Source: an optimization exercise on an open RTL-to-GDS flow (aim: small area and a short achievable clock period). Production flows keep margins and buffers that such runs may drop. The RTL was checked by simulation tests, not by an equivalence proof against the original design.

$ cat design/flow/constraint.sdc
create_clock -name core_clock -period 10.5 [get_ports {clk}]
set_input_delay 2.1000 -clock core_clock [delete_from_list [all_inputs] [get_ports {clk}]]
set_output_delay 2.1000 -clock core_clock [all_outputs]
set_load 0.01 [all_outputs]
$ cat design/flow/design.v
package xgmii_rx_pkg;
    localparam logic [7:0] XGMII_START = 8'hFB;
    localparam logic [7:0] XGMII_TERM  = 8'hFD;
    localparam logic [7:0] XGMII_IDLE  = 8'h07;
    localparam int DATA_W = 64;
    localparam int LANES  = 8;
    typedef logic [13:0] frame_len_t;
    typedef enum logic [3:0] {
        RUNT,
        FRAGMENT,
        SZ_64,
        SZ_65_127,
        SZ_128_255,
        SZ_256_511,
        SZ_512_1023,
        SZ_1024_MAX,
        OVERSIZE,
        JABBER
    } size_class_t;
    localparam logic [31:0] CRC_PRESET = 32'hFFFF_FFFF;
    function automatic logic [31:0] crc_check_const(input logic [2:0] t);
        case (t)
            3'd0:    crc_check_const = 32'hDEBB201E;
            3'd1:    crc_check_const = 32'h00BE26ED;
            3'd2:    crc_check_const = 32'hBE26ED00;
            3'd3:    crc_check_const = 32'h2DFD1072;
            3'd4:    crc_check_const = 32'hFFFFFFFF;
            3'd5:    crc_check_const = 32'h62932081;
            3'd6:    crc_check_const = 32'h4E3D5E5C;
            default: crc_check_const = 32'h39DD08E2;
        endcase
    endfunction
endpackage
`timescale 1ns/100ps
module xgmii_frame_parser
(
    input  logic        clk,
    input  logic        inv_aresetn,
    input  logic [63:0] xgmii_data_i,
    input  logic [7:0]  xgmii_ctrl_i,
    output logic [63:0] word_o,
    output logic        word_start_o,
    output logic [2:0]  check_lane_o,
    input  logic        crc_match_i,
    output logic [63:0] axis_tdata_o,
    output logic [7:0]  axis_tkeep_o,
    output logic        axis_tvalid_o,
    output logic        axis_tlast_o,
    output logic        axis_tuser_o,
    output logic [10:0] words_o,
    output logic [2:0]  len_lo_o
);
    typedef enum logic [1:0] {
        ST_IDLE,
        ST_DATA,
        ST_TAIL
    } state_t;
    logic [63:0] data_mask;
    logic [2:0]  term_lane;
    logic        is_start;
    logic [7:0]  term_at;
    logic        to_tail;
    always_comb begin
        for (int i = 0; i < xgmii_rx_pkg::LANES; i++) begin
            data_mask[8*i +: 8] = {8{(i == 0 || !xgmii_ctrl_i[i]) && (i >= 4 || !to_tail)}};
        end
    end
    always_comb begin
        term_lane = '0;
        for (int i = xgmii_rx_pkg::LANES - 1; i >= 0; i--) begin
            if (xgmii_ctrl_i[i]) begin
                term_lane = 3'(i);
            end
        end
    end
    assign is_start = (xgmii_ctrl_i == 8'h01) && (xgmii_data_i[7:0] == xgmii_rx_pkg::XGMII_START);
    always_comb begin
        for (int i = 0; i < xgmii_rx_pkg::LANES; i++) begin
            term_at[i] = (xgmii_data_i[8*i +: 8] == xgmii_rx_pkg::XGMII_TERM) && ((xgmii_ctrl_i >> i) == (8'hFF >> i));
        end
    end
    logic        w_ctrl_q;
    logic [2:0]  w_lane_q;
    logic [7:0]  w_term_at_q;
    logic        w_term_ok_q;
    logic        w_start_q;
    logic [63:0] w_data_q;
    logic [63:0] hold_q;
    always_ff @(posedge clk) begin
        w_data_q    <= xgmii_data_i & data_mask;
        w_ctrl_q    <= |xgmii_ctrl_i;
        w_lane_q    <= term_lane;
        w_term_at_q <= term_at;
        w_start_q   <= is_start && !inv_aresetn;
        hold_q      <= w_data_q;
    end
    assign w_term_ok_q  = w_term_at_q[w_lane_q];
    assign word_o       = w_data_q;
    assign word_start_o = w_start_q;
    state_t      state_q;
    state_t      state_d;
    logic        held_vld_q;
    logic        held_vld_d;
    logic [2:0]  tail_lane_q;
    logic        tail_ok_q;
    logic [10:0] words_q;
    logic [10:0] words_d;
    logic [2:0]  len_lo_q;
    logic        good;
    logic        tvalid_d;
    logic        tlast_d;
    logic [7:0]  tkeep_d;
    logic        tuser_d;
    logic [2:0]  len_lo_d;
    assign check_lane_o = (state_q == ST_TAIL) ? tail_lane_q : w_lane_q;
    assign good         = crc_match_i && ((state_q == ST_TAIL) ? tail_ok_q : w_term_ok_q);
    assign to_tail      = (state_d == ST_TAIL);
    assign words_o  = words_q;
    assign len_lo_o = len_lo_q;
    always_comb begin
        state_d    = state_q;
        held_vld_d = held_vld_q;
        words_d    = words_q;
        tvalid_d   = 1'b0;
        tlast_d    = 1'b0;
        tkeep_d    = 8'hFF;
        tuser_d    = good;
        len_lo_d   = 3'd4;
        case (state_q)
            ST_IDLE: begin
                if (w_start_q) begin
                    state_d    = ST_DATA;
                    held_vld_d = 1'b0;
                end
            end
            ST_DATA: begin
                if (!w_ctrl_q) begin
                    tvalid_d   = held_vld_q;
                    held_vld_d = 1'b1;
                    words_d    = held_vld_q ? words_q + 11'd1 : 11'd1;
                end else begin
                    held_vld_d = 1'b0;
                    state_d    = ST_IDLE;
                    tvalid_d   = held_vld_q;
                    if (!held_vld_q) begin
                        words_d = '0;
                    end
                    if (!w_term_ok_q) begin
                        tlast_d = 1'b1;
                    end else if (w_lane_q < 3'd4) begin
                        tlast_d = 1'b1;
                        tkeep_d  = 8'hFF >> (3'd4 - w_lane_q);
                        len_lo_d = w_lane_q;
                    end else if (w_lane_q == 3'd4) begin
                        tlast_d = 1'b1;
                    end else begin
                        state_d = ST_TAIL;
                    end
                end
            end
            ST_TAIL: begin
                tvalid_d   = 1'b1;
                tlast_d    = 1'b1;
                tkeep_d    = 8'hFF >> (4'd12 - {1'b0, tail_lane_q});
                len_lo_d   = tail_lane_q;
                held_vld_d = 1'b0;
                state_d    = w_start_q ? ST_DATA : ST_IDLE;
            end
            default: begin
                state_d = ST_IDLE;
            end
        endcase
    end
    always_ff @(posedge clk) begin
        axis_tdata_o <= hold_q;
        axis_tkeep_o <= tkeep_d;
        axis_tlast_o <= tlast_d;
        axis_tuser_o <= tuser_d;
        words_q      <= words_d;
        tail_lane_q  <= w_lane_q;
        tail_ok_q    <= w_term_ok_q;
        len_lo_q     <= len_lo_d;
        if (inv_aresetn) begin
            state_q       <= ST_IDLE;
            held_vld_q    <= 1'b0;
            axis_tvalid_o <= 1'b0;
        end else begin
            state_q       <= state_d;
            held_vld_q    <= held_vld_d;
            axis_tvalid_o <= tvalid_d;
        end
    end
endmodule
`timescale 1ns/100ps
module xgmii_crc_check
(
    input  logic        clk,
    input  logic [63:0] word_i,
    input  logic        word_start_i,
    input  logic [2:0]  check_lane_i,
    output logic        crc_match_o
);
    logic [31:0] crc_q;
    logic [31:0] x;
    logic [31:0] d_hi;
    logic [31:0] nxt;
    assign x    = crc_q ^ word_i[31:0];
    assign d_hi = word_i[63:32];
    logic [393:0] t;
    crc_xor2 u_x0 (.a(x[3]), .b(x[13]), .y(t[0]));
    crc_xor2 u_x1 (.a(d_hi[0]), .b(x[11]), .y(t[1]));
    crc_xor2 u_x2 (.a(d_hi[7]), .b(x[19]), .y(t[2]));
    crc_xor2 u_x3 (.a(x[4]), .b(x[9]), .y(t[3]));
    crc_xor2 u_x4 (.a(d_hi[3]), .b(x[12]), .y(t[4]));
    crc_xor2 u_x5 (.a(x[6]), .b(x[16]), .y(t[5]));
    crc_xor2 u_x6 (.a(d_hi[4]), .b(d_hi[22]), .y(t[6]));
    crc_xor2 u_x7 (.a(d_hi[5]), .b(x[8]), .y(t[7]));
    crc_xor2 u_x8 (.a(d_hi[2]), .b(x[5]), .y(t[8]));
    crc_xor2 u_x9 (.a(d_hi[23]), .b(x[30]), .y(t[9]));
    crc_xor2 u_x10 (.a(d_hi[24]), .b(x[31]), .y(t[10]));
    crc_xor2 u_x11 (.a(d_hi[14]), .b(x[7]), .y(t[11]));
    crc_xor2 u_x12 (.a(d_hi[15]), .b(t[0]), .y(t[12]));
    crc_xor2 u_x13 (.a(d_hi[6]), .b(x[18]), .y(t[13]));
    crc_xor2 u_x14 (.a(d_hi[25]), .b(x[14]), .y(t[14]));
    crc_xor2 u_x15 (.a(x[2]), .b(x[15]), .y(t[15]));
    crc_xor2 u_x16 (.a(d_hi[31]), .b(t[2]), .y(t[16]));
    crc_xor2 u_x17 (.a(d_hi[13]), .b(t[1]), .y(t[17]));
    crc_xor2 u_x18 (.a(d_hi[17]), .b(d_hi[29]), .y(t[18]));
    crc_xor2 u_x19 (.a(d_hi[18]), .b(d_hi[26]), .y(t[19]));
    crc_xor2 u_x20 (.a(d_hi[12]), .b(d_hi[28]), .y(t[20]));
    crc_xor2 u_x21 (.a(d_hi[11]), .b(d_hi[27]), .y(t[21]));
    crc_xor2 u_x22 (.a(d_hi[20]), .b(x[25]), .y(t[22]));
    crc_xor2 u_x23 (.a(d_hi[8]), .b(x[20]), .y(t[23]));
    crc_xor2 u_x24 (.a(d_hi[9]), .b(x[21]), .y(t[24]));
    crc_xor2 u_x25 (.a(d_hi[10]), .b(x[22]), .y(t[25]));
    crc_xor2 u_x26 (.a(d_hi[30]), .b(x[10]), .y(t[26]));
    crc_xor2 u_x27 (.a(d_hi[21]), .b(x[26]), .y(t[27]));
    crc_xor2 u_x28 (.a(d_hi[16]), .b(t[3]), .y(t[28]));
    crc_xor2 u_x29 (.a(d_hi[1]), .b(d_hi[19]), .y(t[29]));
    crc_xor2 u_x30 (.a(t[6]), .b(x[1]), .y(t[30]));
    crc_xor2 u_x31 (.a(x[24]), .b(x[27]), .y(t[31]));
    crc_xor2 u_x32 (.a(x[0]), .b(x[17]), .y(t[32]));
    crc_xor2 u_x33 (.a(x[28]), .b(x[29]), .y(t[33]));
    crc_xor2 u_x34 (.a(t[10]), .b(t[18]), .y(t[34]));
    crc_xor2 u_x35 (.a(t[4]), .b(x[23]), .y(t[35]));
    crc_xor2 u_x36 (.a(t[8]), .b(t[23]), .y(t[36]));
    crc_xor2 u_x37 (.a(t[7]), .b(t[15]), .y(t[37]));
    crc_xor2 u_x38 (.a(d_hi[26]), .b(x[7]), .y(t[38]));
    crc_xor2 u_x39 (.a(t[5]), .b(t[13]), .y(t[39]));
    crc_xor2 u_x40 (.a(t[11]), .b(t[28]), .y(t[40]));
    crc_xor2 u_x41 (.a(t[20]), .b(x[1]), .y(t[41]));
    crc_xor2 u_x42 (.a(t[21]), .b(x[24]), .y(t[42]));
    crc_xor2 u_x43 (.a(x[5]), .b(x[15]), .y(t[43]));
    crc_xor2 u_x44 (.a(t[19]), .b(x[12]), .y(t[44]));
    crc_xor2 u_x45 (.a(t[4]), .b(t[24]), .y(t[45]));
    crc_xor2 u_x46 (.a(t[9]), .b(x[6]), .y(t[46]));
    crc_xor2 u_x47 (.a(t[22]), .b(x[16]), .y(t[47]));
    crc_xor2 u_x48 (.a(t[32]), .b(x[13]), .y(t[48]));
    crc_xor2 u_x49 (.a(d_hi[7]), .b(t[10]), .y(t[49]));
    crc_xor2 u_x50 (.a(d_hi[19]), .b(t[33]), .y(t[50]));
    crc_xor2 u_x51 (.a(d_hi[22]), .b(t[31]), .y(t[51]));
    crc_xor2 u_x52 (.a(d_hi[29]), .b(t[25]), .y(t[52]));
    crc_xor2 u_x53 (.a(t[16]), .b(x[22]), .y(t[53]));
    crc_xor2 u_x54 (.a(t[17]), .b(x[25]), .y(t[54]));
    crc_xor2 u_x55 (.a(t[12]), .b(x[29]), .y(t[55]));
    crc_xor2 u_x56 (.a(t[36]), .b(x[11]), .y(t[56]));
    crc_xor2 u_x57 (.a(d_hi[1]), .b(d_hi[30]), .y(t[57]));
    crc_xor2 u_x58 (.a(d_hi[4]), .b(d_hi[11]), .y(t[58]));
    crc_xor2 u_x59 (.a(d_hi[10]), .b(d_hi[12]), .y(t[59]));
    crc_xor2 u_x60 (.a(x[14]), .b(x[23]), .y(t[60]));
    crc_xor2 u_x61 (.a(d_hi[24]), .b(x[8]), .y(t[61]));
    crc_xor2 u_x62 (.a(d_hi[17]), .b(x[27]), .y(t[62]));
    crc_xor2 u_x63 (.a(d_hi[27]), .b(t[29]), .y(t[63]));
    crc_xor2 u_x64 (.a(d_hi[31]), .b(x[21]), .y(t[64]));
    crc_xor2 u_x65 (.a(d_hi[3]), .b(x[10]), .y(t[65]));
    crc_xor2 u_x66 (.a(x[4]), .b(x[28]), .y(t[66]));
    crc_xor2 u_x67 (.a(d_hi[25]), .b(x[9]), .y(t[67]));
    crc_xor2 u_x68 (.a(d_hi[2]), .b(x[17]), .y(t[68]));
    crc_xor2 u_x69 (.a(t[26]), .b(x[2]), .y(t[69]));
    crc_xor2 u_x70 (.a(t[9]), .b(t[20]), .y(t[70]));
    crc_xor2 u_x71 (.a(d_hi[8]), .b(t[14]), .y(t[71]));
    crc_xor2 u_x72 (.a(d_hi[6]), .b(t[9]), .y(t[72]));
    crc_xor2 u_x73 (.a(t[26]), .b(x[5]), .y(t[73]));
    crc_xor2 u_x74 (.a(d_hi[18]), .b(t[7]), .y(t[74]));
    crc_xor2 u_x75 (.a(t[11]), .b(x[26]), .y(t[75]));
    crc_xor2 u_x76 (.a(t[8]), .b(x[0]), .y(t[76]));
    crc_xor2 u_x77 (.a(t[38]), .b(x[1]), .y(t[77]));
    crc_xor2 u_x78 (.a(t[5]), .b(x[3]), .y(t[78]));
    crc_xor2 u_x79 (.a(t[35]), .b(t[46]), .y(t[79]));
    crc_xor2 u_x80 (.a(d_hi[28]), .b(t[39]), .y(t[80]));
    crc_xor2 u_x81 (.a(t[27]), .b(t[34]), .y(t[81]));
    crc_xor2 u_x82 (.a(t[14]), .b(t[48]), .y(t[82]));
    crc_xor2 u_x83 (.a(t[6]), .b(t[40]), .y(t[83]));
    crc_xor2 u_x84 (.a(d_hi[5]), .b(d_hi[9]), .y(t[84]));
    crc_xor2 u_x85 (.a(d_hi[5]), .b(d_hi[7]), .y(t[85]));
    crc_xor2 u_x86 (.a(d_hi[6]), .b(d_hi[21]), .y(t[86]));
    crc_xor2 u_x87 (.a(d_hi[1]), .b(d_hi[23]), .y(t[87]));
    crc_xor2 u_x88 (.a(d_hi[0]), .b(d_hi[30]), .y(t[88]));
    crc_xor2 u_x89 (.a(d_hi[13]), .b(d_hi[29]), .y(t[89]));
    crc_xor2 u_x90 (.a(d_hi[10]), .b(d_hi[13]), .y(t[90]));
    crc_xor2 u_x91 (.a(d_hi[0]), .b(d_hi[16]), .y(t[91]));
    crc_xor2 u_x92 (.a(t[21]), .b(x[12]), .y(t[92]));
    crc_xor2 u_x93 (.a(t[19]), .b(x[30]), .y(t[93]));
    crc_xor2 u_x94 (.a(d_hi[27]), .b(x[31]), .y(t[94]));
    crc_xor2 u_x95 (.a(x[17]), .b(x[24]), .y(t[95]));
    crc_xor2 u_x96 (.a(t[58]), .b(x[28]), .y(t[96]));
    crc_xor2 u_x97 (.a(d_hi[28]), .b(x[18]), .y(t[97]));
    crc_xor2 u_x98 (.a(t[57]), .b(x[20]), .y(t[98]));
    crc_xor2 u_x99 (.a(t[18]), .b(x[23]), .y(t[99]));
    crc_xor2 u_x100 (.a(x[14]), .b(x[27]), .y(t[100]));
    crc_xor2 u_x101 (.a(d_hi[15]), .b(x[26]), .y(t[101]));
    crc_xor2 u_x102 (.a(d_hi[20]), .b(x[0]), .y(t[102]));
    crc_xor2 u_x103 (.a(t[91]), .b(x[4]), .y(t[103]));
    crc_xor2 u_x104 (.a(t[25]), .b(x[11]), .y(t[104]));
    crc_xor2 u_x105 (.a(t[30]), .b(t[68]), .y(t[105]));
    crc_xor2 u_x106 (.a(d_hi[2]), .b(t[27]), .y(t[106]));
    crc_xor2 u_x107 (.a(t[41]), .b(t[86]), .y(t[107]));
    crc_xor2 u_x108 (.a(t[43]), .b(x[20]), .y(t[108]));
    crc_xor2 u_x109 (.a(t[0]), .b(t[24]), .y(t[109]));
    crc_xor2 u_x110 (.a(d_hi[24]), .b(t[30]), .y(t[110]));
    crc_xor2 u_x111 (.a(t[30]), .b(x[10]), .y(t[111]));
    crc_xor2 u_x112 (.a(t[8]), .b(t[22]), .y(t[112]));
    crc_xor2 u_x113 (.a(t[5]), .b(t[44]), .y(t[113]));
    crc_xor2 u_x114 (.a(t[3]), .b(t[42]), .y(t[114]));
    crc_xor2 u_x115 (.a(t[2]), .b(t[29]), .y(t[115]));
    crc_xor2 u_x116 (.a(t[66]), .b(x[7]), .y(t[116]));
    crc_xor2 u_x117 (.a(t[1]), .b(t[23]), .y(t[117]));
    crc_xor2 u_x118 (.a(t[13]), .b(t[67]), .y(t[118]));
    crc_xor2 u_x119 (.a(d_hi[31]), .b(t[27]), .y(t[119]));
    crc_xor2 u_x120 (.a(t[5]), .b(x[8]), .y(t[120]));
    crc_xor2 u_x121 (.a(d_hi[4]), .b(t[49]), .y(t[121]));
    crc_xor2 u_x122 (.a(t[50]), .b(x[30]), .y(t[122]));
    crc_xor2 u_x123 (.a(t[17]), .b(t[52]), .y(t[123]));
    crc_xor2 u_x124 (.a(t[70]), .b(x[23]), .y(t[124]));
    crc_xor2 u_x125 (.a(t[37]), .b(t[78]), .y(t[125]));
    crc_xor2 u_x126 (.a(t[76]), .b(x[31]), .y(t[126]));
    crc_xor2 u_x127 (.a(t[12]), .b(t[120]), .y(t[127]));
    crc_xor2 u_x128 (.a(d_hi[25]), .b(t[74]), .y(t[128]));
    crc_xor2 u_x129 (.a(t[43]), .b(t[71]), .y(t[129]));
    crc_xor2 u_x130 (.a(t[22]), .b(t[50]), .y(t[130]));
    crc_xor2 u_x131 (.a(t[28]), .b(t[72]), .y(t[131]));
    crc_xor2 u_x132 (.a(t[12]), .b(t[14]), .y(t[132]));
    crc_xor2 u_x133 (.a(t[37]), .b(t[102]), .y(t[133]));
    crc_xor2 u_x134 (.a(d_hi[14]), .b(t[51]), .y(t[134]));
    crc_xor2 u_x135 (.a(t[16]), .b(t[73]), .y(t[135]));
    crc_xor2 u_x136 (.a(d_hi[2]), .b(t[47]), .y(t[136]));
    crc_xor2 u_x137 (.a(t[63]), .b(t[113]), .y(t[137]));
    crc_xor2 u_x138 (.a(t[3]), .b(t[79]), .y(t[138]));
    crc_xor2 u_x139 (.a(t[31]), .b(t[81]), .y(t[139]));
    crc_xor2 u_x140 (.a(t[56]), .b(x[10]), .y(t[140]));
    crc_xor2 u_x141 (.a(t[47]), .b(t[122]), .y(t[141]));
    crc_xor2 u_x142 (.a(t[38]), .b(t[55]), .y(t[142]));
    crc_xor2 u_x143 (.a(t[53]), .b(t[125]), .y(t[143]));
    crc_xor2 u_x144 (.a(t[37]), .b(t[55]), .y(t[144]));
    crc_xor2 u_x145 (.a(t[69]), .b(t[82]), .y(t[145]));
    crc_xor2 u_x146 (.a(t[45]), .b(t[80]), .y(t[146]));
    crc_xor2 u_x147 (.a(d_hi[1]), .b(d_hi[20]), .y(t[147]));
    crc_xor2 u_x148 (.a(d_hi[26]), .b(t[147]), .y(t[148]));
    crc_xor2 u_x149 (.a(t[2]), .b(t[65]), .y(t[149]));
    crc_xor2 u_x150 (.a(t[100]), .b(t[148]), .y(t[150]));
    crc_xor2 u_x151 (.a(t[78]), .b(t[105]), .y(t[151]));
    crc_xor2 u_x152 (.a(t[117]), .b(t[149]), .y(t[152]));
    crc_xor2 u_x153 (.a(t[150]), .b(t[131]), .y(t[153]));
    crc_xor2 u_x154 (.a(t[151]), .b(t[152]), .y(t[154]));
    crc_xor2 u_x155 (.a(d_hi[5]), .b(d_hi[17]), .y(t[155]));
    crc_xor2 u_x156 (.a(d_hi[21]), .b(d_hi[27]), .y(t[156]));
    crc_xor2 u_x157 (.a(t[87]), .b(x[18]), .y(t[157]));
    crc_xor2 u_x158 (.a(t[155]), .b(t[156]), .y(t[158]));
    crc_xor2 u_x159 (.a(t[15]), .b(t[32]), .y(t[159]));
    crc_xor2 u_x160 (.a(t[157]), .b(t[158]), .y(t[160]));
    crc_xor2 u_x161 (.a(t[45]), .b(t[116]), .y(t[161]));
    crc_xor2 u_x162 (.a(t[159]), .b(t[160]), .y(t[162]));
    crc_xor2 u_x163 (.a(t[121]), .b(t[161]), .y(t[163]));
    crc_xor2 u_x164 (.a(t[162]), .b(t[140]), .y(t[164]));
    crc_xor2 u_x165 (.a(d_hi[8]), .b(x[19]), .y(t[165]));
    crc_xor2 u_x166 (.a(x[29]), .b(t[0]), .y(t[166]));
    crc_xor2 u_x167 (.a(t[1]), .b(t[25]), .y(t[167]));
    crc_xor2 u_x168 (.a(t[165]), .b(t[76]), .y(t[168]));
    crc_xor2 u_x169 (.a(t[110]), .b(t[166]), .y(t[169]));
    crc_xor2 u_x170 (.a(t[167]), .b(t[128]), .y(t[170]));
    crc_xor2 u_x171 (.a(t[168]), .b(t[169]), .y(t[171]));
    crc_xor2 u_x172 (.a(t[146]), .b(t[170]), .y(t[172]));
    crc_xor2 u_x173 (.a(d_hi[6]), .b(t[58]), .y(t[173]));
    crc_xor2 u_x174 (.a(t[84]), .b(x[2]), .y(t[174]));
    crc_xor2 u_x175 (.a(x[20]), .b(t[173]), .y(t[175]));
    crc_xor2 u_x176 (.a(t[174]), .b(t[52]), .y(t[176]));
    crc_xor2 u_x177 (.a(t[77]), .b(t[115]), .y(t[177]));
    crc_xor2 u_x178 (.a(t[175]), .b(t[82]), .y(t[178]));
    crc_xor2 u_x179 (.a(t[176]), .b(t[177]), .y(t[179]));
    crc_xor2 u_x180 (.a(t[138]), .b(t[178]), .y(t[180]));
    crc_xor2 u_x181 (.a(t[59]), .b(x[21]), .y(t[181]));
    crc_xor2 u_x182 (.a(t[0]), .b(t[13]), .y(t[182]));
    crc_xor2 u_x183 (.a(t[26]), .b(t[42]), .y(t[183]));
    crc_xor2 u_x184 (.a(t[60]), .b(t[181]), .y(t[184]));
    crc_xor2 u_x185 (.a(t[36]), .b(t[77]), .y(t[185]));
    crc_xor2 u_x186 (.a(t[182]), .b(t[183]), .y(t[186]));
    crc_xor2 u_x187 (.a(t[184]), .b(t[121]), .y(t[187]));
    crc_xor2 u_x188 (.a(t[133]), .b(t[185]), .y(t[188]));
    crc_xor2 u_x189 (.a(t[186]), .b(t[187]), .y(t[189]));
    crc_xor2 u_x190 (.a(d_hi[3]), .b(t[24]), .y(t[190]));
    crc_xor2 u_x191 (.a(t[71]), .b(t[107]), .y(t[191]));
    crc_xor2 u_x192 (.a(t[114]), .b(t[190]), .y(t[192]));
    crc_xor2 u_x193 (.a(t[54]), .b(t[191]), .y(t[193]));
    crc_xor2 u_x194 (.a(t[192]), .b(t[143]), .y(t[194]));
    crc_xor2 u_x195 (.a(d_hi[9]), .b(d_hi[16]), .y(t[195]));
    crc_xor2 u_x196 (.a(x[19]), .b(t[195]), .y(t[196]));
    crc_xor2 u_x197 (.a(t[15]), .b(t[41]), .y(t[197]));
    crc_xor2 u_x198 (.a(t[100]), .b(t[196]), .y(t[198]));
    crc_xor2 u_x199 (.a(t[75]), .b(t[112]), .y(t[199]));
    crc_xor2 u_x200 (.a(t[197]), .b(t[198]), .y(t[200]));
    crc_xor2 u_x201 (.a(t[79]), .b(t[123]), .y(t[201]));
    crc_xor2 u_x202 (.a(t[199]), .b(t[200]), .y(t[202]));
    crc_xor2 u_x203 (.a(t[90]), .b(x[0]), .y(t[203]));
    crc_xor2 u_x204 (.a(t[11]), .b(t[15]), .y(t[204]));
    crc_xor2 u_x205 (.a(t[96]), .b(t[98]), .y(t[205]));
    crc_xor2 u_x206 (.a(t[203]), .b(t[35]), .y(t[206]));
    crc_xor2 u_x207 (.a(t[204]), .b(t[205]), .y(t[207]));
    crc_xor2 u_x208 (.a(t[127]), .b(t[206]), .y(t[208]));
    crc_xor2 u_x209 (.a(t[207]), .b(t[139]), .y(t[209]));
    crc_xor2 u_x210 (.a(d_hi[11]), .b(d_hi[12]), .y(t[210]));
    crc_xor2 u_x211 (.a(t[88]), .b(x[16]), .y(t[211]));
    crc_xor2 u_x212 (.a(x[25]), .b(t[210]), .y(t[212]));
    crc_xor2 u_x213 (.a(t[31]), .b(t[33]), .y(t[213]));
    crc_xor2 u_x214 (.a(t[64]), .b(t[211]), .y(t[214]));
    crc_xor2 u_x215 (.a(t[212]), .b(t[74]), .y(t[215]));
    crc_xor2 u_x216 (.a(t[105]), .b(t[213]), .y(t[216]));
    crc_xor2 u_x217 (.a(t[214]), .b(t[40]), .y(t[217]));
    crc_xor2 u_x218 (.a(t[132]), .b(t[215]), .y(t[218]));
    crc_xor2 u_x219 (.a(t[216]), .b(t[217]), .y(t[219]));
    crc_xor2 u_x220 (.a(d_hi[12]), .b(x[18]), .y(t[220]));
    crc_xor2 u_x221 (.a(t[30]), .b(t[62]), .y(t[221]));
    crc_xor2 u_x222 (.a(t[101]), .b(t[220]), .y(t[222]));
    crc_xor2 u_x223 (.a(t[17]), .b(t[36]), .y(t[223]));
    crc_xor2 u_x224 (.a(t[221]), .b(t[222]), .y(t[224]));
    crc_xor2 u_x225 (.a(t[130]), .b(t[223]), .y(t[225]));
    crc_xor2 u_x226 (.a(t[224]), .b(t[143]), .y(t[226]));
    crc_xor2 u_x227 (.a(t[85]), .b(x[2]), .y(t[227]));
    crc_xor2 u_x228 (.a(t[11]), .b(t[24]), .y(t[228]));
    crc_xor2 u_x229 (.a(t[33]), .b(t[44]), .y(t[229]));
    crc_xor2 u_x230 (.a(t[60]), .b(t[227]), .y(t[230]));
    crc_xor2 u_x231 (.a(t[17]), .b(t[106]), .y(t[231]));
    crc_xor2 u_x232 (.a(t[111]), .b(t[228]), .y(t[232]));
    crc_xor2 u_x233 (.a(t[229]), .b(t[230]), .y(t[233]));
    crc_xor2 u_x234 (.a(t[231]), .b(t[232]), .y(t[234]));
    crc_xor2 u_x235 (.a(d_hi[8]), .b(t[4]), .y(t[235]));
    crc_xor2 u_x236 (.a(t[63]), .b(t[72]), .y(t[236]));
    crc_xor2 u_x237 (.a(t[104]), .b(t[235]), .y(t[237]));
    crc_xor2 u_x238 (.a(t[134]), .b(t[236]), .y(t[238]));
    crc_xor2 u_x239 (.a(t[237]), .b(t[144]), .y(t[239]));
    crc_xor2 u_x240 (.a(d_hi[9]), .b(d_hi[28]), .y(t[240]));
    crc_xor2 u_x241 (.a(x[12]), .b(t[240]), .y(t[241]));
    crc_xor2 u_x242 (.a(t[60]), .b(t[96]), .y(t[242]));
    crc_xor2 u_x243 (.a(t[241]), .b(t[12]), .y(t[243]));
    crc_xor2 u_x244 (.a(t[49]), .b(t[242]), .y(t[244]));
    crc_xor2 u_x245 (.a(t[131]), .b(t[136]), .y(t[245]));
    crc_xor2 u_x246 (.a(t[243]), .b(t[244]), .y(t[246]));
    crc_xor2 u_x247 (.a(t[59]), .b(t[85]), .y(t[247]));
    crc_xor2 u_x248 (.a(x[13]), .b(x[29]), .y(t[248]));
    crc_xor2 u_x249 (.a(t[65]), .b(t[95]), .y(t[249]));
    crc_xor2 u_x250 (.a(t[103]), .b(t[247]), .y(t[250]));
    crc_xor2 u_x251 (.a(t[248]), .b(t[249]), .y(t[251]));
    crc_xor2 u_x252 (.a(t[250]), .b(t[81]), .y(t[252]));
    crc_xor2 u_x253 (.a(t[129]), .b(t[251]), .y(t[253]));
    crc_xor2 u_x254 (.a(d_hi[9]), .b(d_hi[11]), .y(t[254]));
    crc_xor2 u_x255 (.a(t[6]), .b(t[57]), .y(t[255]));
    crc_xor2 u_x256 (.a(t[254]), .b(t[62]), .y(t[256]));
    crc_xor2 u_x257 (.a(t[93]), .b(t[255]), .y(t[257]));
    crc_xor2 u_x258 (.a(t[39]), .b(t[256]), .y(t[258]));
    crc_xor2 u_x259 (.a(t[257]), .b(t[54]), .y(t[259]));
    crc_xor2 u_x260 (.a(t[129]), .b(t[258]), .y(t[260]));
    crc_xor2 u_x261 (.a(d_hi[23]), .b(t[59]), .y(t[261]));
    crc_xor2 u_x262 (.a(t[84]), .b(x[15]), .y(t[262]));
    crc_xor2 u_x263 (.a(x[28]), .b(x[31]), .y(t[263]));
    crc_xor2 u_x264 (.a(t[68]), .b(t[261]), .y(t[264]));
    crc_xor2 u_x265 (.a(t[262]), .b(t[263]), .y(t[265]));
    crc_xor2 u_x266 (.a(t[16]), .b(t[75]), .y(t[266]));
    crc_xor2 u_x267 (.a(t[264]), .b(t[265]), .y(t[267]));
    crc_xor2 u_x268 (.a(t[137]), .b(t[266]), .y(t[268]));
    crc_xor2 u_x269 (.a(t[21]), .b(t[90]), .y(t[269]));
    crc_xor2 u_x270 (.a(x[11]), .b(x[14]), .y(t[270]));
    crc_xor2 u_x271 (.a(t[61]), .b(t[97]), .y(t[271]));
    crc_xor2 u_x272 (.a(t[269]), .b(t[270]), .y(t[272]));
    crc_xor2 u_x273 (.a(t[28]), .b(t[46]), .y(t[273]));
    crc_xor2 u_x274 (.a(t[111]), .b(t[115]), .y(t[274]));
    crc_xor2 u_x275 (.a(t[271]), .b(t[272]), .y(t[275]));
    crc_xor2 u_x276 (.a(t[273]), .b(t[274]), .y(t[276]));
    crc_xor2 u_x277 (.a(t[275]), .b(t[142]), .y(t[277]));
    crc_xor2 u_x278 (.a(x[19]), .b(t[14]), .y(t[278]));
    crc_xor2 u_x279 (.a(t[92]), .b(t[34]), .y(t[279]));
    crc_xor2 u_x280 (.a(t[70]), .b(t[278]), .y(t[280]));
    crc_xor2 u_x281 (.a(t[40]), .b(t[133]), .y(t[281]));
    crc_xor2 u_x282 (.a(t[279]), .b(t[280]), .y(t[282]));
    crc_xor2 u_x283 (.a(t[140]), .b(t[281]), .y(t[283]));
    crc_xor2 u_x284 (.a(t[19]), .b(t[26]), .y(t[284]));
    crc_xor2 u_x285 (.a(t[67]), .b(t[17]), .y(t[285]));
    crc_xor2 u_x286 (.a(t[34]), .b(t[45]), .y(t[286]));
    crc_xor2 u_x287 (.a(t[107]), .b(t[108]), .y(t[287]));
    crc_xor2 u_x288 (.a(t[284]), .b(t[127]), .y(t[288]));
    crc_xor2 u_x289 (.a(t[285]), .b(t[286]), .y(t[289]));
    crc_xor2 u_x290 (.a(t[287]), .b(t[288]), .y(t[290]));
    crc_xor2 u_x291 (.a(d_hi[7]), .b(t[64]), .y(t[291]));
    crc_xor2 u_x292 (.a(t[291]), .b(t[123]), .y(t[292]));
    crc_xor2 u_x293 (.a(t[137]), .b(t[83]), .y(t[293]));
    crc_xor2 u_x294 (.a(t[145]), .b(t[292]), .y(t[294]));
    crc_xor2 u_x295 (.a(d_hi[15]), .b(d_hi[19]), .y(t[295]));
    crc_xor2 u_x296 (.a(t[21]), .b(t[88]), .y(t[296]));
    crc_xor2 u_x297 (.a(x[13]), .b(x[30]), .y(t[297]));
    crc_xor2 u_x298 (.a(t[295]), .b(t[7]), .y(t[298]));
    crc_xor2 u_x299 (.a(t[62]), .b(t[296]), .y(t[299]));
    crc_xor2 u_x300 (.a(t[297]), .b(t[35]), .y(t[300]));
    crc_xor2 u_x301 (.a(t[108]), .b(t[298]), .y(t[301]));
    crc_xor2 u_x302 (.a(t[299]), .b(t[53]), .y(t[302]));
    crc_xor2 u_x303 (.a(t[80]), .b(t[300]), .y(t[303]));
    crc_xor2 u_x304 (.a(t[301]), .b(t[83]), .y(t[304]));
    crc_xor2 u_x305 (.a(t[302]), .b(t[303]), .y(t[305]));
    crc_xor2 u_x306 (.a(d_hi[3]), .b(t[1]), .y(t[306]));
    crc_xor2 u_x307 (.a(t[7]), .b(t[41]), .y(t[307]));
    crc_xor2 u_x308 (.a(t[64]), .b(t[93]), .y(t[308]));
    crc_xor2 u_x309 (.a(t[99]), .b(t[12]), .y(t[309]));
    crc_xor2 u_x310 (.a(t[51]), .b(t[116]), .y(t[310]));
    crc_xor2 u_x311 (.a(t[306]), .b(t[307]), .y(t[311]));
    crc_xor2 u_x312 (.a(t[308]), .b(t[126]), .y(t[312]));
    crc_xor2 u_x313 (.a(t[309]), .b(t[310]), .y(t[313]));
    crc_xor2 u_x314 (.a(t[311]), .b(t[312]), .y(t[314]));
    crc_xor2 u_x315 (.a(t[89]), .b(x[3]), .y(t[315]));
    crc_xor2 u_x316 (.a(x[8]), .b(x[17]), .y(t[316]));
    crc_xor2 u_x317 (.a(x[22]), .b(t[2]), .y(t[317]));
    crc_xor2 u_x318 (.a(t[44]), .b(t[94]), .y(t[318]));
    crc_xor2 u_x319 (.a(t[315]), .b(t[316]), .y(t[319]));
    crc_xor2 u_x320 (.a(t[51]), .b(t[69]), .y(t[320]));
    crc_xor2 u_x321 (.a(t[317]), .b(t[318]), .y(t[321]));
    crc_xor2 u_x322 (.a(t[319]), .b(t[56]), .y(t[322]));
    crc_xor2 u_x323 (.a(t[320]), .b(t[321]), .y(t[323]));
    crc_xor2 u_x324 (.a(t[141]), .b(t[322]), .y(t[324]));
    crc_xor2 u_x325 (.a(d_hi[14]), .b(d_hi[30]), .y(t[325]));
    crc_xor2 u_x326 (.a(t[325]), .b(t[32]), .y(t[326]));
    crc_xor2 u_x327 (.a(t[94]), .b(t[97]), .y(t[327]));
    crc_xor2 u_x328 (.a(t[109]), .b(t[117]), .y(t[328]));
    crc_xor2 u_x329 (.a(t[119]), .b(t[326]), .y(t[329]));
    crc_xor2 u_x330 (.a(t[327]), .b(t[130]), .y(t[330]));
    crc_xor2 u_x331 (.a(t[328]), .b(t[329]), .y(t[331]));
    crc_xor2 u_x332 (.a(t[138]), .b(t[330]), .y(t[332]));
    crc_xor2 u_x333 (.a(d_hi[16]), .b(d_hi[23]), .y(t[333]));
    crc_xor2 u_x334 (.a(x[9]), .b(t[333]), .y(t[334]));
    crc_xor2 u_x335 (.a(t[95]), .b(t[334]), .y(t[335]));
    crc_xor2 u_x336 (.a(t[49]), .b(t[52]), .y(t[336]));
    crc_xor2 u_x337 (.a(t[119]), .b(t[335]), .y(t[337]));
    crc_xor2 u_x338 (.a(t[56]), .b(t[336]), .y(t[338]));
    crc_xor2 u_x339 (.a(t[337]), .b(t[142]), .y(t[339]));
    crc_xor2 u_x340 (.a(t[146]), .b(t[338]), .y(t[340]));
    crc_xor2 u_x341 (.a(d_hi[23]), .b(t[61]), .y(t[341]));
    crc_xor2 u_x342 (.a(t[92]), .b(t[98]), .y(t[342]));
    crc_xor2 u_x343 (.a(t[99]), .b(t[77]), .y(t[343]));
    crc_xor2 u_x344 (.a(t[104]), .b(t[109]), .y(t[344]));
    crc_xor2 u_x345 (.a(t[118]), .b(t[341]), .y(t[345]));
    crc_xor2 u_x346 (.a(t[342]), .b(t[136]), .y(t[346]));
    crc_xor2 u_x347 (.a(t[343]), .b(t[344]), .y(t[347]));
    crc_xor2 u_x348 (.a(t[345]), .b(t[346]), .y(t[348]));
    crc_xor2 u_x349 (.a(t[19]), .b(t[20]), .y(t[349]));
    crc_xor2 u_x350 (.a(x[21]), .b(t[25]), .y(t[350]));
    crc_xor2 u_x351 (.a(t[61]), .b(t[349]), .y(t[351]));
    crc_xor2 u_x352 (.a(t[16]), .b(t[35]), .y(t[352]));
    crc_xor2 u_x353 (.a(t[106]), .b(t[114]), .y(t[353]));
    crc_xor2 u_x354 (.a(t[350]), .b(t[351]), .y(t[354]));
    crc_xor2 u_x355 (.a(t[352]), .b(t[353]), .y(t[355]));
    crc_xor2 u_x356 (.a(t[354]), .b(t[145]), .y(t[356]));
    crc_xor2 u_x357 (.a(d_hi[25]), .b(t[29]), .y(t[357]));
    crc_xor2 u_x358 (.a(t[89]), .b(x[15]), .y(t[358]));
    crc_xor2 u_x359 (.a(t[42]), .b(t[103]), .y(t[359]));
    crc_xor2 u_x360 (.a(t[357]), .b(t[358]), .y(t[360]));
    crc_xor2 u_x361 (.a(t[39]), .b(t[48]), .y(t[361]));
    crc_xor2 u_x362 (.a(t[112]), .b(t[359]), .y(t[362]));
    crc_xor2 u_x363 (.a(t[360]), .b(t[53]), .y(t[363]));
    crc_xor2 u_x364 (.a(t[124]), .b(t[361]), .y(t[364]));
    crc_xor2 u_x365 (.a(t[362]), .b(t[363]), .y(t[365]));
    crc_xor2 u_x366 (.a(x[3]), .b(t[13]), .y(t[366]));
    crc_xor2 u_x367 (.a(t[73]), .b(t[366]), .y(t[367]));
    crc_xor2 u_x368 (.a(t[54]), .b(t[124]), .y(t[368]));
    crc_xor2 u_x369 (.a(t[367]), .b(t[83]), .y(t[369]));
    crc_xor2 u_x370 (.a(t[139]), .b(t[368]), .y(t[370]));
    crc_xor2 u_x371 (.a(t[87]), .b(x[6]), .y(t[371]));
    crc_xor2 u_x372 (.a(x[12]), .b(t[66]), .y(t[372]));
    crc_xor2 u_x373 (.a(t[101]), .b(t[371]), .y(t[373]));
    crc_xor2 u_x374 (.a(t[34]), .b(t[372]), .y(t[374]));
    crc_xor2 u_x375 (.a(t[373]), .b(t[54]), .y(t[375]));
    crc_xor2 u_x376 (.a(t[128]), .b(t[134]), .y(t[376]));
    crc_xor2 u_x377 (.a(t[135]), .b(t[374]), .y(t[377]));
    crc_xor2 u_x378 (.a(t[375]), .b(t[376]), .y(t[378]));
    crc_xor2 u_x379 (.a(d_hi[18]), .b(x[4]), .y(t[379]));
    crc_xor2 u_x380 (.a(t[4]), .b(t[32]), .y(t[380]));
    crc_xor2 u_x381 (.a(t[379]), .b(t[75]), .y(t[381]));
    crc_xor2 u_x382 (.a(t[110]), .b(t[380]), .y(t[382]));
    crc_xor2 u_x383 (.a(t[132]), .b(t[135]), .y(t[383]));
    crc_xor2 u_x384 (.a(t[381]), .b(t[382]), .y(t[384]));
    crc_xor2 u_x385 (.a(t[141]), .b(t[383]), .y(t[385]));
    crc_xor2 u_x386 (.a(d_hi[0]), .b(d_hi[22]), .y(t[386]));
    crc_xor2 u_x387 (.a(t[29]), .b(x[16]), .y(t[387]));
    crc_xor2 u_x388 (.a(t[386]), .b(t[27]), .y(t[388]));
    crc_xor2 u_x389 (.a(t[65]), .b(t[387]), .y(t[389]));
    crc_xor2 u_x390 (.a(t[16]), .b(t[118]), .y(t[390]));
    crc_xor2 u_x391 (.a(t[388]), .b(t[389]), .y(t[391]));
    crc_xor2 u_x392 (.a(t[126]), .b(t[390]), .y(t[392]));
    crc_xor2 u_x393 (.a(t[391]), .b(t[144]), .y(t[393]));
    crc_xor2 u_n0 (.a(t[153]), .b(t[154]), .y(nxt[0]));
    crc_xor2 u_n1 (.a(t[163]), .b(t[164]), .y(nxt[1]));
    crc_xor2 u_n2 (.a(t[171]), .b(t[172]), .y(nxt[2]));
    crc_xor2 u_n3 (.a(t[179]), .b(t[180]), .y(nxt[3]));
    crc_xor2 u_n4 (.a(t[188]), .b(t[189]), .y(nxt[4]));
    crc_xor2 u_n5 (.a(t[193]), .b(t[194]), .y(nxt[5]));
    crc_xor2 u_n6 (.a(t[201]), .b(t[202]), .y(nxt[6]));
    crc_xor2 u_n7 (.a(t[208]), .b(t[209]), .y(nxt[7]));
    crc_xor2 u_n8 (.a(t[218]), .b(t[219]), .y(nxt[8]));
    crc_xor2 u_n9 (.a(t[225]), .b(t[226]), .y(nxt[9]));
    crc_xor2 u_n10 (.a(t[233]), .b(t[234]), .y(nxt[10]));
    crc_xor2 u_n11 (.a(t[238]), .b(t[239]), .y(nxt[11]));
    crc_xor2 u_n12 (.a(t[245]), .b(t[246]), .y(nxt[12]));
    crc_xor2 u_n13 (.a(t[252]), .b(t[253]), .y(nxt[13]));
    crc_xor2 u_n14 (.a(t[259]), .b(t[260]), .y(nxt[14]));
    crc_xor2 u_n15 (.a(t[267]), .b(t[268]), .y(nxt[15]));
    crc_xor2 u_n16 (.a(t[276]), .b(t[277]), .y(nxt[16]));
    crc_xor2 u_n17 (.a(t[282]), .b(t[283]), .y(nxt[17]));
    crc_xor2 u_n18 (.a(t[289]), .b(t[290]), .y(nxt[18]));
    crc_xor2 u_n19 (.a(t[293]), .b(t[294]), .y(nxt[19]));
    crc_xor2 u_n20 (.a(t[304]), .b(t[305]), .y(nxt[20]));
    crc_xor2 u_n21 (.a(t[313]), .b(t[314]), .y(nxt[21]));
    crc_xor2 u_n22 (.a(t[323]), .b(t[324]), .y(nxt[22]));
    crc_xor2 u_n23 (.a(t[331]), .b(t[332]), .y(nxt[23]));
    crc_xor2 u_n24 (.a(t[339]), .b(t[340]), .y(nxt[24]));
    crc_xor2 u_n25 (.a(t[347]), .b(t[348]), .y(nxt[25]));
    crc_xor2 u_n26 (.a(t[355]), .b(t[356]), .y(nxt[26]));
    crc_xor2 u_n27 (.a(t[364]), .b(t[365]), .y(nxt[27]));
    crc_xor2 u_n28 (.a(t[369]), .b(t[370]), .y(nxt[28]));
    crc_xor2 u_n29 (.a(t[377]), .b(t[378]), .y(nxt[29]));
    crc_xor2 u_n30 (.a(t[384]), .b(t[385]), .y(nxt[30]));
    crc_xor2 u_n31 (.a(t[392]), .b(t[393]), .y(nxt[31]));
    assign crc_match_o = (x == xgmii_rx_pkg::crc_check_const(check_lane_i));
    always_ff @(posedge clk) begin
        if (word_start_i) begin
            crc_q <= xgmii_rx_pkg::CRC_PRESET;
        end else begin
            crc_q <= nxt;
        end
    end
endmodule
module crc_xor2
(
    input  logic a,
    input  logic b,
    output logic y
);
    assign y = a ^ b;
endmodule
`timescale 1ns/100ps
module rx_frame_stats
#(
    parameter int MAX_FRAME_LEN = 1518
) (
    input  logic        clk,
    input  logic        inv_aresetn,
    input  logic        tvalid_i,
    input  logic        tlast_i,
    input  logic        tuser_i,
    input  logic [10:0] words_i,
    input  logic [2:0]  len_lo_i,
    output logic        stat_valid_o,
    output logic        stat_crc_ok_o,
    output logic [13:0] stat_len_o,
    output logic [3:0]  stat_size_o,
    output logic [31:0] good_frames_o,
    output logic [31:0] bad_frames_o
);
    logic frame_end;
    xgmii_rx_pkg::frame_len_t frame_len;
    function automatic xgmii_rx_pkg::size_class_t classify(input xgmii_rx_pkg::frame_len_t len, input logic crc_ok);
        if (len < 14'd64) begin
            classify = crc_ok ? xgmii_rx_pkg::RUNT : xgmii_rx_pkg::FRAGMENT;
        end else if (len == 14'd64) begin
            classify = xgmii_rx_pkg::SZ_64;
        end else if (len < 14'd128) begin
            classify = xgmii_rx_pkg::SZ_65_127;
        end else if (len < 14'd256) begin
            classify = xgmii_rx_pkg::SZ_128_255;
        end else if (len < 14'd512) begin
            classify = xgmii_rx_pkg::SZ_256_511;
        end else if (len < 14'd1024) begin
            classify = xgmii_rx_pkg::SZ_512_1023;
        end else if (len <= 14'(MAX_FRAME_LEN)) begin
            classify = xgmii_rx_pkg::SZ_1024_MAX;
        end else begin
            classify = crc_ok ? xgmii_rx_pkg::OVERSIZE : xgmii_rx_pkg::JABBER;
        end
    endfunction
    assign frame_end  = tvalid_i && tlast_i;
    function automatic logic [31:0] inc_toggle(input logic [31:0] cnt, input logic en);
        logic [7:0] c;
        c[0] = en;
        for (int k = 1; k < 8; k++) begin
            c[k] = c[k-1] & (&cnt[4*(k-1) +: 4]);
        end
        for (int k = 0; k < 8; k++) begin
            inc_toggle[4*k] = c[k];
            for (int j = 1; j < 4; j++) begin
                inc_toggle[4*k+j] = inc_toggle[4*k+j-1] & cnt[4*k+j-1];
            end
        end
    endfunction
    assign frame_len  = {words_i, len_lo_i};
    always_ff @(posedge clk) begin
        stat_crc_ok_o <= tuser_i;
        stat_len_o    <= frame_len;
        stat_size_o   <= classify(frame_len, tuser_i);
        if (inv_aresetn) begin
            stat_valid_o  <= 1'b0;
            good_frames_o <= '0;
            bad_frames_o  <= '0;
        end else begin
            stat_valid_o <= frame_end;
            good_frames_o <= good_frames_o ^ inc_toggle(good_frames_o, frame_end && tuser_i);
            bad_frames_o  <= bad_frames_o ^ inc_toggle(bad_frames_o, frame_end && !tuser_i);
        end
    end
endmodule
`timescale 1ns/100ps
module xgmii_rx_top
#(
    parameter int MAX_FRAME_LEN = 1518
) (
    input  logic        clk,
    input  logic        inv_aresetn,
    input  logic [63:0] xgmii_data_i,
    input  logic [7:0]  xgmii_ctrl_i,
    output logic [63:0] axis_tdata_o,
    output logic [7:0]  axis_tkeep_o,
    output logic        axis_tvalid_o,
    output logic        axis_tlast_o,
    output logic        axis_tuser_o,
    output logic        stat_valid_o,
    output logic        stat_crc_ok_o,
    output logic [13:0] stat_len_o,
    output logic [3:0]  stat_size_o,
    output logic [31:0] good_frames_o,
    output logic [31:0] bad_frames_o
);
    logic [63:0] word;
    logic        word_start;
    logic [2:0]  check_lane;
    logic        crc_match;
    logic [10:0] words;
    logic [2:0]  len_lo;
    xgmii_frame_parser u_parser (
        .clk           (clk),
        .inv_aresetn   (inv_aresetn),
        .xgmii_data_i  (xgmii_data_i),
        .xgmii_ctrl_i  (xgmii_ctrl_i),
        .word_o        (word),
        .word_start_o  (word_start),
        .check_lane_o  (check_lane),
        .crc_match_i   (crc_match),
        .axis_tdata_o  (axis_tdata_o),
        .axis_tkeep_o  (axis_tkeep_o),
        .axis_tvalid_o (axis_tvalid_o),
        .axis_tlast_o  (axis_tlast_o),
        .axis_tuser_o  (axis_tuser_o),
        .words_o       (words),
        .len_lo_o      (len_lo)
    );
    xgmii_crc_check u_crc_check (
        .clk          (clk),
        .word_i       (word),
        .word_start_i (word_start),
        .check_lane_i (check_lane),
        .crc_match_o  (crc_match)
    );
    rx_frame_stats #(
        .MAX_FRAME_LEN (MAX_FRAME_LEN)
    ) u_stats (
        .clk           (clk),
        .inv_aresetn   (inv_aresetn),
        .tvalid_i      (axis_tvalid_o),
        .tlast_i       (axis_tlast_o),
        .tuser_i       (axis_tuser_o),
        .words_i       (words),
        .len_lo_i      (len_lo),
        .stat_valid_o  (stat_valid_o),
        .stat_crc_ok_o (stat_crc_ok_o),
        .stat_len_o    (stat_len_o),
        .stat_size_o   (stat_size_o),
        .good_frames_o (good_frames_o),
        .bad_frames_o  (bad_frames_o)
    );
endmodule
$ cat design/flow/config.mk
export PLATFORM = sky130hd
export DESIGN_NAME = xgmii_rx_top
export DESIGN_NICKNAME = xgmii_rx_top
export VERILOG_FILES = /design/flow/design.v
export SDC_FILE = /design/flow/constraint.sdc
export NUM_CORES = 4
export LEC_CHECK = 0
export CAP_MARGIN = 20
export CORE_MARGIN = 2
export CORE_UTILIZATION = 55
export CTS_CLUSTER_DIAMETER = 120
export CTS_CLUSTER_SIZE = 25
export SLEW_MARGIN = 20
export SYNTH_HIERARCHICAL = 1
export BUFFER_PORTS_ARGS = -buffer_cell sky130_fd_sc_hd__buf_1
export SETUP_SLACK_MARGIN = 7.25
$ cat design/flow/standard.sh
#!/bin/bash
# synth_recipe.tcl (not shown) runs the flow's synth.tcl, then flattens the netlist and writes it again
# the make line also repeats each setting of config.mk as NAME=value (left out here)
make -C /OpenROAD-flow-scripts/flow DESIGN_CONFIG=/design/flow/config.mk WORK_HOME=/design/flow/orfs CLKGATE_MAP_FILE= SYNTH_SCRIPT=/design/flow/synth_recipe.tcl "${@:-finish}"
$ cat design/flow/flow/extra.mk
export BUFFER_PORTS_ARGS = -buffer_cell sky130_fd_sc_hd__buf_1
export SETUP_SLACK_MARGIN = 7.25
$ cat design/flow/flow/run.sh
#!/bin/bash
# Standard layout (settings from config.mk via config.mk) plus the settings
# in flow/extra.mk: plain buf_1 port buffers instead of the default
# delay-cell buffers, and a larger setup margin for timing repair.
set -e
cp config.mk config_in.log
cat flow/extra.mk >> config.mk
bash standard.sh > standard.log 2>&1
==> results of run 1 <==
==> final timing paths <==
path | from | endpoint | cells after the start
worst min register to register | u_parser.hold_q[55]$_DFF_P_ | u_parser.axis_tdata_o[55]$_DFF_P_ | 0
worst max register to register | u_parser.w_data_q[21]$_DFF_P_ | u_crc_check.crc_q[1]$_SDFF_PP1_ | 8
worst max-delay path | u_stats.good_frames_o[1]$_SDFF_PP0_ | good_frames_o[1] | 1
worst min-delay path | u_parser.hold_q[55]$_DFF_P_ | u_parser.axis_tdata_o[55]$_DFF_P_ | 0
==> synthesized netlist by cell type (all sizes together) (6+ instances only) <==
library cell,n,area (um^2)
xor2,454,4014
dfxtp,342,6847
nor2b,90,570.5
ha,60,750.7
nor2,50,190.2
a21oi,43,215.2
inv,38,142.6
xnor2,35,329.1
or2,32,200.2
nand2,31,123.9
nand2b,25,163.9
o21ai,24,120.1
nand4,23,150.1
nor3,21,125.1
buf,17,141.4
clkbuf,17,63.81
nand3,17,100.1
nor4,13,117.6
edfxtp,11,330.3
mux2i,10,100.1
a211oi,9,72.57
a21boi,9,67.56
nand4b,9,78.83
and3,8,50.05
and2,6,38.79
and4,6,52.55
o211ai,6,45.04
o221ai,6,52.55
==> timing repair <==
item                       in CTS  in global routing
gates cloned                    0                  0
hold endpoints to repair        0                  0
setup endpoints to repair      11                 24
resized for setup               9                 21
==> cells by family after synthesis <==
| family | count (synthesis) | share of synthesized area, % |
|---|---|---|
| muxes | 14 | 1.088 |
| adders and majority gates | 61 | 4.829 |
| AOI/OAI and AO/OA | 129 | 5.504 |
| DFF | 353 | 45.56 |
| xor gates and xnor gates | 489 | 27.57 |
| buffers and inverters | 73 | 2.232 |
| and+or+nand+nor | 344 | 13.22 |
==> cells in the final DEF, fill, tap and decap left out, drive strengths merged, types with 4 or more instances in the layout <==
cell	count
and2	6
xor2	454
clkbuf	25
and4	6
and3	8
nand4b	9
a211oi	9
nor4	13
nor2b	90
a21oi	43
a21boi	9
nor2	50
nand2b	25
inv	38
nand3b	5
edfxtp	11
o21a	4
nand3	17
ha	60
xnor2	35
o21ai	24
o211ai	6
or2	32
nor3b	4
dfxtp	342
nand4	23
nor3	21
o221ai	6
nand2	31
buf	250
mux2i	10
==> worst register-to-register path, cell delays in order, from the launching register on <==
cell and delay [ns]:
dfxtp_1 0.34, xnor2_2 0.37, inv_1 0.31, xor2_1 0.55
xor2_1 0.47, xor2_1 0.38, xor2_1 0.29, xor2_1 0.10
or2_2 0.27
==> state kept, by name (all words and copies together), names as in the netlist, 11 cells and up <==
name                   cells
u_parser.axis_tdata_o     64
u_parser.hold_q           64
u_parser.w_data_q         64
u_crc_check.crc_q         32
u_stats.bad_frames_o      32
u_stats.good_frames_o     32
u_stats.stat_len_o        14
u_parser.words_q          11
==> per-module statistics from Yosys, one instance, submodules excluded, excerpt <==
| module | copies in the design | cells inside |
|---|---|---|
| xgmii_frame_parser | 1 | 523 |
| xgmii_crc_check | 1 | 235 |
| crc_xor2 | 426 | 1 |
==> final cells by class <==
cell class / instances / area [um^2]
Clock buffer: 21 / 461.7
Clock inverter: 2 / 46.29
Fill cell: 2469 / 10260
Inverter: 39 / 146.4
Multi-Input combinational cell: 1037 / 8394
Sequential cell: 353 / 7186
Tap cell: 378 / 473.0
Timing Repair Buffer: 254 / 1041
==> stage by stage <==
step                      util, %  instances  setup slack, ns
after global placement      60.93       2061            7.027
after detailed placement    60.94       2061            6.992
after CTS                   62.91       2084            7.260
after global routing        63.36       2084            7.251
final                       63.36       2084            7.300
after floorplan                 -       1463            7.647
==> metal layers <==
layer  part of all wire [%]  up-vias  track usage, %
met2                     46      390           45.02
li1                       -     5271               -
met3                    5.7      130           4.167
met5                      0        -               0
met4                    6.1        0           15.22
met1                     42     5136           35.43
==> reports/results.txt, run 1 <==
Final Skew = 0.02096 ns
slew at the pin closest to its max-slew limit = 0.9092 ns
Max Slew Vio Count = 0
Max Cap Viol = 0
synth unique cells = 81
root buf cell = clkbuf_16
all-layer global routing usage = 27.67%
crit-path leading delay family = flip-flops
GRT overflow = 0
RSZ-0062 raised after global routing = no
max incr delay on CP = 0.38 ns
area delta synth->final = 12.67%
Area after DPL = 17070 um^2
Final Net Count = 1837
core area = 28010 um^2
first-pass GRT wire length = 63780 um
Detailed Route WL = 42430 um
crit path launch type = flop
Post-Syn Nets = 1597
Slew HR = 39.18%
WL per Instance = 20.36 um
DRT Pass-1 Iters = 5
die height = 173.2 um
post-DP HPWL = 33370 um
Worst-Skew Late Latency = 0.53 ns
CTS tree = done
Worst Hold Class = reg -> reg
final hold violation count = 0
Via Count = 10930
top_reg_cell synth = dfxtp_1
CP Max Fanout = 3
Die Area = 30010 um^2
vias in the first global route = 10660
fin crit share = 30.47%
Rows = 61
initial antenna violation count = 0
Clock transition at path regs = 0.10 ns
Post-Syn Area per Cell = 10.77 um^2
Detailed Route Iter0 Violations = 904
Final setup viols = 0
largest net degree at the start of global routing = 71
Critical Path AT = 1.10 ns
IO Count = 233
Horiz. Die Dim = 173.2 um
Starting Density = 56.24%
layout cells sized above 1 = 8.089%
htree depth = 1
post-route cell area = 17750 um^2
worst reg2reg setup slack = 7.34 ns
status = timing/DRC/antenna clean
maximum clock insertion buffer count = 3
sequential cell area fraction in the yosys report = 45.56%
Post-CTS Hold Buffers = 0
clock sinks = 353
Syn. warnings = 9
Inserted Clock Buffers = 18
Crit. End Element = output port
CP required = 8.40 ns
routability congestion estimate = 1.050
Via density = 5.243
CP max stage cell = dfxtp_1
Fmax = 312.5 MHz
Post-CTS Setup Bufs = 0
diode count = 0
Post-synth EDFFs = 11
fin crit period = 3.200 ns
remaining antenna violation count = 0
DRC = 0
Worst Path Buf+Inv = 1
crit path kind = reg -> out
setup_tns = 0 ns
IO Port Bufs = 232
synthesized cell area = 15750 um^2
worst hold slack = 0.3324 ns
critical-path cell list = buf_1
ys async rst share = 0%
#FFs+latches synth = 353
Mapped Cells = 1463
==> run 2, diff against run 1 <==
==> design/flow/flow/extra.mk (replaced) <==
export BUFFER_PORTS_ARGS = -buffer_cell sky130_fd_sc_hd__buf_1
export SETUP_SLACK_MARGIN = 7.0
--- a/design/flow/config.mk
+++ b/design/flow/config.mk
@@ -7,10 +7,10 @@
 export LEC_CHECK = 0
 export CAP_MARGIN = 20
 export CORE_MARGIN = 2
-export CORE_UTILIZATION = 55
+export CORE_UTILIZATION = 40
 export CTS_CLUSTER_DIAMETER = 120
 export CTS_CLUSTER_SIZE = 25
 export SLEW_MARGIN = 20
 export SYNTH_HIERARCHICAL = 1
 export BUFFER_PORTS_ARGS = -buffer_cell sky130_fd_sc_hd__buf_1
-export SETUP_SLACK_MARGIN = 7.25
+export SETUP_SLACK_MARGIN = 7.0
==> run 2 against run 1 <==
Still clean on timing, DRC and antenna. Core utilization fell by 17 points. Flip-flop and latch count did not move. First-iteration DRC count fell by 27%. Sequential share of layout area fell by 0.21 points. Synthesized cell count did not move. Clock skew rose by 0.0081 ns. Critical path type is now reg -> reg. Critical endpoint is now u_crc_check.crc_q[30]$_SDFF_PP1_.
==> reports/results.txt, run 2 <==
final hold violation count = 0 (unchanged)
Compound-Gate Fraction of Synth Area = 5.504% (unchanged)
ys async rst share = 0% (unchanged)
Slew HR = 27.90% (-11 points)
CP Max Fanout = 7 (+4)
fin crit share = 32.37% (+1.9 points)
area occupied by multi-input gates = 8308 um^2 (-1.0%)
Inserted Clock Buffers = 18 (unchanged)
slew at the pin closest to its max-slew limit = 1.078 ns (+0.1687 ns)
Syn. warnings = 9 (unchanged)
initial antenna violation count = 1 (+1)
area delta synth->final = 13.11%
root buf cell = clkbuf_16
largest area contributor in the netlist = dfxtp_1
post-synthesis mux area share = 1.088% (unchanged)
main combinational cell family by area after synthesis = XOR/XNOR gates
synthesized cell area = 15750 um^2 (unchanged)
biggest regs = u_parser.axis_tdata_o x64, u_parser.hold_q x64, u_parser.w_data_q x64
Final Net Count = 1833 (-0.22%)
Final Skew = 0.02906 ns (+0.008101 ns)
met3 WL = 2554 um (+5.1%)
Top Metal Used = met4
GRT overflow = 0 (unchanged)
most frequent cells in the layout = 442 x xor2_1, 342 x dfxtp_1, 231 x buf_1
Setup crit start = u_parser.w_data_q[10]$_DFF_P_
FILL cells = 3746 (+52%)
Post-Synth XOR/XNOR Area = 27.57% (unchanged)
max incr delay on CP = 0.86 ns (+0.48 ns)
Yosys top cell area share = 43.46% (unchanged)
IO Count = 233 (unchanged)
Detailed Route Iter0 Violations = 658 (-27%)
FF/Latch Area = 7177 um^2 (-0.12%)
Max Cap Viol = 0 (unchanged)
WL per Instance = 20.71 um (+1.7%)
IO Port Bufs = 232 (unchanged)
largest net degree at the start of global routing = 71 (unchanged)
CP max stage cell = xor2_1
#FFs+latches synth = 353 (unchanged)
Worst-Skew Late Latency = 0.54 ns (about the same)
DRC = 0 (unchanged)
crit path kind = reg -> reg
commonest non-fill, non-tap cell in the layout = xor2_1
Post-Synth Adder-Cell Area = 4.829% (unchanged)
layout cells sized above 1 = 6.925% (-1.2 points)
remaining antenna violation count = 0 (unchanged)
Detailed Route WL = 46010 um (+8.4%)
hold path startpoint = u_parser.hold_q[57]$_DFF_P_
all-layer global routing usage = 22.01% (-5.7 points)
core area = 38740 um^2 (+38%)
first-pass GRT wire length = 68170 um (+6.9%)
top_reg_cell synth = dfxtp_1
Fmax = 294.2 MHz (-5.9%)
Post-Syn Nets = 1597 (unchanged)
Max Slew Vio Count = 0 (unchanged)
fin crit period = 3.399 ns (+0.1990 ns)
commonest cells in the netlist = 449 x xor2_1, 342 x dfxtp_1, 89 x nor2b_1
Worst Hold Class = reg -> reg
post-DP HPWL = 36380 um (+9.0%)
Post-CTS Hold Buffers = 0 (unchanged)
simple logic cell fraction of the synthesized area = 13.22% (unchanged)
sequential cell area fraction in the yosys report = 45.56% (unchanged)
worst flop-to-flop path startpoint = u_parser.w_data_q[10]$_DFF_P_
CP required = 10.94 ns (+2.54 ns)
RSZ-0062 raised after global routing = no
crit path launch type = flop
Mapped Cells = 1463 (unchanged)
synth unique cells = 81 (unchanged)
DRT met1 WL = 19670 um (+9.7%)
Post-CTS Setup Bufs = 0 (unchanged)
most frequent cell after synthesis = xor2_1
most frequent CP cell = xor2_1
vias in the first global route = 10940 (+2.7%)
maximum clock insertion buffer count = 3 (unchanged)
routability congestion estimate = 1.022 (-2.7%)
htree depth = 1 (unchanged)
diode count = 0 (unchanged)
Critical Path AT = 3.83 ns (+2.73 ns)
Final setup viols = 0 (unchanged)
CTS tree = done
DRT Pass-1 Iters = 5 (unchanged)
Crit. End Element = flop
Horiz. Die Dim = 202.4 um (+17%)
Die Area = 40980 um^2 (+37%)
die height = 202.4 um (+17%)
Clock transition at path regs = 0.10 ns (about the same)
clock sinks = 353 (unchanged)
critical-path cell list = xor2_1 > xor2_1 > xor2_1 > xor2_1 > xor2_1 > xor2_1 > xor2_1 > or2_2
met2 routed WL = 21390 um (+9.9%)
Starting Density = 40.67% (-16 points)
status = timing/DRC/antenna clean
Area contributors post-synth = dfxtp_1 43%, xor2_1 25%, ha_1 4.8%, nor2b_1 3.5%, edfxtp_1 2.1%
Via Count = 10950 (+0.18%)
Rows = 72 (+18%)
setup_tns = 0 ns (unchanged)
Via density = 4.927 (-6.0%)
Post-synth EDFFs = 11 (unchanged)
Post-Syn Area per Cell = 10.77 um^2 (unchanged)
## run 2: changes by cell type in the layout (fill, tap and decap cells not counted), sizes merged
| cell | delta |
|---|---|
| clkbuf | -3 |
| buf | -1 |
| bufinv | +1 |
| clkinvlp | +1 |
## run 2: area by class of cell
type                    count  share of cell area (%)
multi-input cells        1037                   46.63
flip-flops and latches    353                   40.28
repair buffers            250                   5.653
well taps                 518                   3.637
clock buffers              21                   2.591
inverters                  39                  0.8216
clock inverters             4                  0.3932
## run 2: Yosys stat by module (local to each module, per instance), excerpt
| module | cells | cell area, um^2 | copies in the design | flip-flops and latches |
|---|---|---|---|---|
| xgmii_crc_check | 235 | 2102 | 1 | 32 |
| crc_xor2 | 1 | 8.758 | 426 | 0 |
| xgmii_frame_parser | 523 | 6679 | 1 | 237 |
## run 2: cell families after synthesis
family	count (synthesis)
multiplexers	14
buffers and inverters	73
AND/OR/NAND/NOR	344
flip-flops	353
AO/OA/AOI/OAI	129
adder cells (fa/ha/maj)	61
XOR/XNOR	489
## run 2: final timing paths
kind                                       end  slack (ns)  cells past startpoint
min reg2reg  u_parser.axis_tdata_o[57]$_DFF_P_        0.33                      0
min          u_parser.axis_tdata_o[57]$_DFF_P_        0.33                      0
max           u_crc_check.crc_q[30]$_SDFF_PP1_        7.10                      8
max reg2reg   u_crc_check.crc_q[30]$_SDFF_PP1_        7.10                      8
## run 2: critical path: cells and delay by family (launching register included)
kind          cells  cell delay, ns
simple gates      1            0.27
xor+xnor          7            2.64
flops             1            0.38
## run 2: routing by layer
metal	up-vias	track usage, %
li1	5276	-
met1	5171	27.59
met2	388	37.07
met3	112	3.612
met4	0	10.09
met5	-	0
## run 2: through the flow
step / std cells / instance area [um^2] / hold slack [ns] / util (%) / worst slack, ns
6_report: 2222 / 17820 / 0.3270 / 46.00 / 7.101
2_1_floorplan: 1463 / 15750 / 0.3096 / - / 7.647
3_3_place_gp: 2197 / 17210 / 0.3117 / 44.43 / 6.893
5_1_grt: 2222 / 17820 / 0.3397 / 46.00 / 7.005
3_5_place_dp: 2197 / 17210 / 0.3121 / 44.44 / 6.818
4_1_cts: 2222 / 17760 / 0.3258 / 45.85 / 7.039
## run 2: repair_timing
action | in CTS | in global routing
endpoints found under the setup margin | 3 | 8
pin swaps | 0 | 0
resized for setup | 2 | 8

-- port drivers added, routing unchanged --
The results above use ideal ports. As a check the final layouts listed here were re-extracted and re-timed, cells and wires unchanged. Step 1: set_driving_cell puts a clkbuf_16 on clk and a buf_2 on each other input, an assumption about the parent block. Step 2, shift: input delay + t, output delay - t, t = (earliest + latest rising clock arrival at the registers) / 2. This alone moves slack from input paths to output paths. Three values: ideal ports, drivers, drivers and shift; two values: the first two.
run | t (ns) | setup WS [ns] | hold WS [ns] | worst data-port slew with drivers (ns) | pins driven straight from the clock port
run 1 | 0.574 | 7.300 / 7.246 / 6.923 | 0.332 / 0.332 / 0.332 | 0.06 | 1
run 2 | 0.585 | 7.101 / 7.101 / 6.791 | 0.327 / 0.327 / 0.327 | 0.07 | 1
After both steps every run listed still meets setup and hold. The setup slack of run 1, which loses most, moves by -0.054 ns with the drivers and by -0.377 ns with both steps.
